Source: an optimization exercise on an open RTL-to-GDS flow (aim: small area, a short achievable clock period and few clock cycles per item). Production flows keep margins and buffers that such runs may drop.
The RTL was checked by simulation tests, not by an equivalence proof against the original design.
Power and IR drop assume default switching activity.

Setup of build 63:
## two_class_ticket_queue_weighted_server
module two_class_ticket_queue_weighted_server #(
	parameter int QUEUE_DEPTH = 16
) (
	input  logic                              clk,
	input  logic                              arst_n,
	input  logic                              s_axis_tvalid,
	output logic                              s_axis_tready,
	input  logic [tcq_pkg::TDATA_W-1:0]       s_axis_tdata,
	input  logic [tcq_pkg::KIND_W-1:0]        s_axis_tuser,
	output logic                              m_axis_tvalid,
	input  logic                              m_axis_tready,
	output logic [tcq_pkg::TDATA_W-1:0]       m_axis_tdata,
	output logic [tcq_pkg::OUSER_W-1:0]       m_axis_tuser,
	input  logic                              cfg_we,
	input  logic [tcq_pkg::RUN_W-1:0]         cfg_data
);
	localparam int D  = QUEUE_DEPTH;
	localparam int PW = tcq_pkg::PAYLOAD_W;
	localparam int TW = tcq_pkg::TICKET_W;
	localparam int MW = tcq_pkg::MINUTE_W;
	localparam int RW = tcq_pkg::RUN_W;
	logic          e_valid_q;
	logic          e_enqn_q, e_enqp_q, e_serve_q, e_scan_q, e_cancel_q;
	logic [TW-1:0] e_tk_q;
	logic [MW-1:0] e_mn_q;
	logic [D-1:0]  e_nhit_q, e_phit_q;
	logic [D-1:0]  nv_q, pv_q, nmov_q, pmov_q;
	logic          nempty_q, pempty_q;   
	logic          turn_q;
	logic [RW-1:0] run_q, npp_q;
	logic                         r_valid_q;
	logic [tcq_pkg::STATUS_W-1:0] r_status_q;
	logic                         r_class_q;
	logic [D-1:0]                 r_nsel_q, r_psel_q;
	logic                         o0_valid_q, o1_valid_q;
	logic [tcq_pkg::STATUS_W-1:0] o0_status_q, o1_status_q;
	logic                         o0_class_q, o1_class_q;
	logic [PW-1:0]                o0_data_q, o1_data_q;
	logic                         s_ready_q, room_q;
	logic fire_e, r_move, pop, head_free, accept;
	logic e_valid_d, r_valid_d, o0_valid_d, o1_valid_d, room_d;
	always_comb begin
		fire_e     = e_valid_q && room_q;
		r_move     = r_valid_q && !(o0_valid_q && o1_valid_q);
  ...
For scale: about 1100 flip-flops, about 48000 um2 of cells after synthesis.
Settings: LEC_CHECK=0, ABC_CLOCK_PERIOD_IN_PS=2500, CAP_MARGIN=20, CORE_MARGIN=2, CORE_UTILIZATION=50, PLACE_DENSITY=0.75, SETUP_SLACK_MARGIN=2.5, SLEW_MARGIN=20; clock period 5.0 ns.
run.sh (not shown) runs the stock make flow with config.mk's settings and CLKGATE_MAP_FILE= SYNTH_SCRIPT=/design/flow/synth_recipe.tcl, a recipe that flattens the netlist after the stock synthesis.
Build 63: done, clean on timing, DRC and antenna
Testbench counts of build 63, summed over its fixed seeds: cycles 4,824, ops 4,800.
Edits applied to the flow inputs when going from build 63 to build 87:
--- a/flow/config.mk
+++ b/flow/config.mk
@@ -10,5 +10,7 @@
 export CORE_MARGIN = 2
 export CORE_UTILIZATION = 50
-export PLACE_DENSITY = 0.75
+export CTS_CLUSTER_DIAMETER = 70
+export CTS_CLUSTER_SIZE = 22
 export SETUP_SLACK_MARGIN = 2.5
 export SLEW_MARGIN = 20
+export TNS_END_PERCENT = 10
Notes after the runs:
- Build 87 | status: complete | timing, DRC, antenna: pass
- Compared with build 63, in build 87 final hold slack increased 12 ps; number of antenna repair diodes went down 10.
- Per the comparison of build 87 with build 63, number of detailed-routing iterations run before antenna repair dropped 3; placement-stage cell area barely changed; clock group share of total power dropped 6.5 points; minimum clock period after layout climbed 150 ps; number of clock buffers in the layout dropped about 40%.
- Compared with build 63, in build 87 global-route met2 utilization rose by 3.0 points, design area now sits lower.
- The endpoint of the most critical setup path comes out o0_data_q[8]$_DFFE_PP_ in one run and e_nhit_q[14]$_DFFE_PP_ in the other, namely in build 87 and build 63 respectively.
- Looking at via count across build 63 and build 87, the one that comes out higher is build 63.
Input changes introduced in build 50 (baseline for comparison: build 87):
--- a/flow/config.mk
+++ b/flow/config.mk
@@ -9,8 +9,5 @@
 export CAP_MARGIN = 20
 export CORE_MARGIN = 2
-export CORE_UTILIZATION = 50
-export CTS_CLUSTER_DIAMETER = 70
-export CTS_CLUSTER_SIZE = 22
+export CORE_UTILIZATION = 62
 export SETUP_SLACK_MARGIN = 2.5
 export SLEW_MARGIN = 20
-export TNS_END_PERCENT = 10
### Flow results
On total power: build 50 sits above build 87.
Relative to build 87, global routing usage on met2 increased by 7.5 points in build 50.
The higher overall via count from detail_route of build 50 and build 87 is in build 50.
Compared with build 87, build 50 shows a peak fanout along the critical path that is about 26% higher.
Of the two candidates, build 87 has the worse overall die area and build 50 the better one.
Going from build 87 to build 50, total number of cells along the worst setup path shrinks by 1.
Status: number of multi-input combinational cells in the layout parity (build 87, build 50)
[build 50] cell area after placement fell 350 um2 relative to build 87
Post-route worst setup slack for build 50 is higher than for build 87.
Relative to build 87, power share of the clock group has gone up in build 50.
Combinational group share of total power: build 50 vs build 87 down 2.0 points

---

Setup of sierra:
Another version of the RTL of two_class_ticket_queue_weighted_server (not shown whole).
For scale: about 3400 cells after synthesis, ~1100 flip-flops, about 49000 µm² of cells after synthesis.
clock: 5.0 ns
lec_check: 0
abc_clock_period_in_ps: 2000
cap_margin: 20
core_margin: 2
core_utilization: 50
setup_slack_margin: 2.8
slew_margin: 20
sierra: no failed stages, no open violations at the end
Testbench counts of sierra, summed over its fixed seeds: cycles 4,832, ops 4,800.
What harbor does differently from sierra at the input level:
- a change of ABC_CLOCK_PERIOD_IN_PS from 2000 to 2500
- a change of SETUP_SLACK_MARGIN from 2.8 to 2.5
Findings:
- Endpoint of the worst setup timing path: o0_data_q[2] -> sierra, e_phit_q[8] -> harbor
- On instance count after placement with tap cells included, harbor tracks sierra almost exactly.
- Non-clock buffer count is lower on harbor
- harbor vs sierra: worst setup slack after placement down in harbor
- For post-route cell area, dividing the value from sierra by the value from harbor gives 1.11.

---

== v19 ==
two_class_ticket_queue_weighted_server, a different RTL version from the one above (not shown whole).
Size: ~1,100 flip-flops, roughly 47,000 um2 of cells after synthesis.
clock: 5.0 ns
lec_check: 0
abc_clock_period_in_ps: 2500
cap_margin: 20
core_margin: 2
core_utilization: 50
cts_cluster_diameter: 60
cts_cluster_size: 18
setup_slack_margin: 2.5
slew_margin: 20
Testbench counts of v19, summed over its fixed seeds: cycles 4,824, ops 4,800.
> inputs changed (v19 -> v39)
Settings: swapping 60 for 70 in CTS_CLUSTER_DIAMETER; swapping 18 for 22 in CTS_CLUSTER_SIZE.
## What came out
In the reports for v19 and v39, the smaller proportion of power drawn by the clock network belongs to v39. Combinational power (v39 over v19): increase, about 1%. Combinational power share was lower in the run labelled v19. Per the comparison of v39 with v19, post-layout worst setup margin went up by 0.0048 ns; clock network latency to the later pin of the worst-skew pair was more or less identical.
For v46, these inputs were changed with respect to v39:
Settings: swapping 70 for 90 in CTS_CLUSTER_DIAMETER; swapping 22 for 28 in CTS_CLUSTER_SIZE.
Notes after the runs:
Per the comparison of v46 with v39, total global routing track utilization went down 0.26 points, number of sequential cells closely matched the old numbers. [v46 vs v39] setup slack: lower in v46.
> inputs changed (v46 -> v12)
Settings: swapping 90 for 70 in CTS_CLUSTER_DIAMETER; swapping 28 for 22 in CTS_CLUSTER_SIZE; swapping 50 for 56 in CORE_UTILIZATION.
### Flow results
Summary — number of diodes added for antenna fixing, v12 relative to v46: lower, by 4.
The area overhead of the layout relative to synthesis in v12 sits 0.15 points below the value recorded for v46.
Diff v46..v12 | average size of a mapped cell | unchanged
There was hardly any difference in total count of hold-check failures in the final report between v12 and v46.
In v12 the net switching fraction of the power turned out 0.54 points lower than in v46.
Compared to v46, v12 has worst reg2reg path depth 1 lower.
v46 → v12: routed wire length decreased by about 3.4% relative to the old numbers; setup slack after layout decreased by 0.0090 ns relative to the old numbers.
The non-filler instance count after layout reported for v12 is smaller than that of v46 by 3.9%.
Sort v12 and v46 by critical path depth asc -> top: v12
Edits applied to the flow inputs when going from v12 to v1:
Settings: CTS_CLUSTER_SIZE: 22 -> unset; CORE_UTILIZATION: 56 -> 50; CTS_CLUSTER_DIAMETER: 70 -> unset.
==> comparison <==
Across v1 and v12, the outcome is the same: a clean finish for every run.
v12 -> v1: number of combinational gates with multiple inputs flat
v1: routing usage on met1 3.2 points below v12
Per the comparison of v1 with v12, wire length picked up an extra 4.5%, total via count after detailed routing up about 1.3%, final estimated routing congestion in global placement higher, total of plain and repair buffers excluding clock buffers went up 6.0%.

---

two_class_ticket_queue_weighted_server with an RTL version that a note above also has.
For scale: about 3400 cells after synthesis, about 81 I/O pins, roughly 0.048 mm² of cells after synthesis.
==> flow/config.mk <==
export PLATFORM = sky130hd
export DESIGN_NAME = two_class_ticket_queue_weighted_server
export DESIGN_NICKNAME = two_class_ticket_queue_weighted_server
export VERILOG_FILES = /design/flow/design.v
export SDC_FILE = /design/flow/constraint.sdc
export NUM_CORES = 4
export LEC_CHECK = 0
export ABC_CLOCK_PERIOD_IN_PS = 2500
export CAP_MARGIN = 20
export CORE_MARGIN = 2
export CORE_UTILIZATION = 50
export CTS_CLUSTER_DIAMETER = 70
export CTS_CLUSTER_SIZE = 22
export SETUP_SLACK_MARGIN = 2.5
export SLEW_MARGIN = 20
==> flow/constraint.sdc <==
create_clock -name core_clock -period 5.0 [get_ports {clk}]
set_input_delay 1.0000 -clock core_clock [delete_from_list [all_inputs] [get_ports {clk}]]
set_output_delay 1.0000 -clock core_clock [all_outputs]
set_load 0.01 [all_outputs]
Testbench counts at the start, summed over its fixed seeds: cycles 4,824, ops 4,800.
Then changed:
ABC_AREA = 1   (was not set)
ABC_CLOCK_PERIOD_IN_PS = not set   (was 2500)
CTS_CLUSTER_DIAMETER = not set   (was 70)
CTS_CLUSTER_SIZE = not set   (was 22)
Hold slack improves by 31 ps.
Combinational power is lower by about 5%.
Cell area rose by 6.0%.
Register-to-register slack is better by 20 ps.
Routed wire length decreases by about 25%.
Total power came out higher by 7.4%.
Clock power goes up by about 36%.
Area after synthesis climbs by about 2.7%.
Fmax increases by about 7%.

-- re-timing with driven ports --
No port has a modelled driver above. Below, the same layouts with a new extraction and two added sets of constraints.
Step 1: set_driving_cell puts a clkbuf_16 on clk and a buf_2 on each other input, an assumption about the parent block.
Step 2 moves the port delays by t, midway between the first and last clock arrival at a register: inputs arrive t later, outputs are due t later. That takes back most of the time a late clock gives input paths.
a / b / c = no drivers / after step 1 / after step 2; a / b = the first two.
run	shift t [ns]	slack for setup (ns)	worst setup path at the end	worst data-port slew with drivers (ns)
build 63	0.762	2.333 / 2.343 / 1.580	input to register	0.13
build 87	0.734	2.184 / 2.184 / 1.527	input to register	0.11
build 50	0.760	2.314 / 2.277 / 1.517	input to register	0.11
sierra	0.801	2.404 / 2.404 / 2.128	input to register	0.05
harbor	0.807	2.248 / 2.248 / 1.974	input to register	0.04
v19	0.768	2.430 / 2.473 / 1.705	input to register	0.11
v39	0.749	2.435 / 2.451 / 1.702	input to register	0.10
v46	0.738	2.388 / 2.434 / 1.696	input to register	0.10
v12	0.760	2.379 / 2.355 / 1.595	input to register	0.09
v1	0.780	2.362 / 2.415 / 1.635	input to register	0.11
the first run of note 4	0.740	2.236 / 2.246 / 1.506	input to register	0.09
the second run of note 4	0.776	2.408 / 2.408 / 1.718	input to register	0.05
After both steps every run listed still meets setup and hold. For build 50, which loses most, drivers alone change the setup slack by -0.037 ns; drivers and shift together by -0.797 ns.
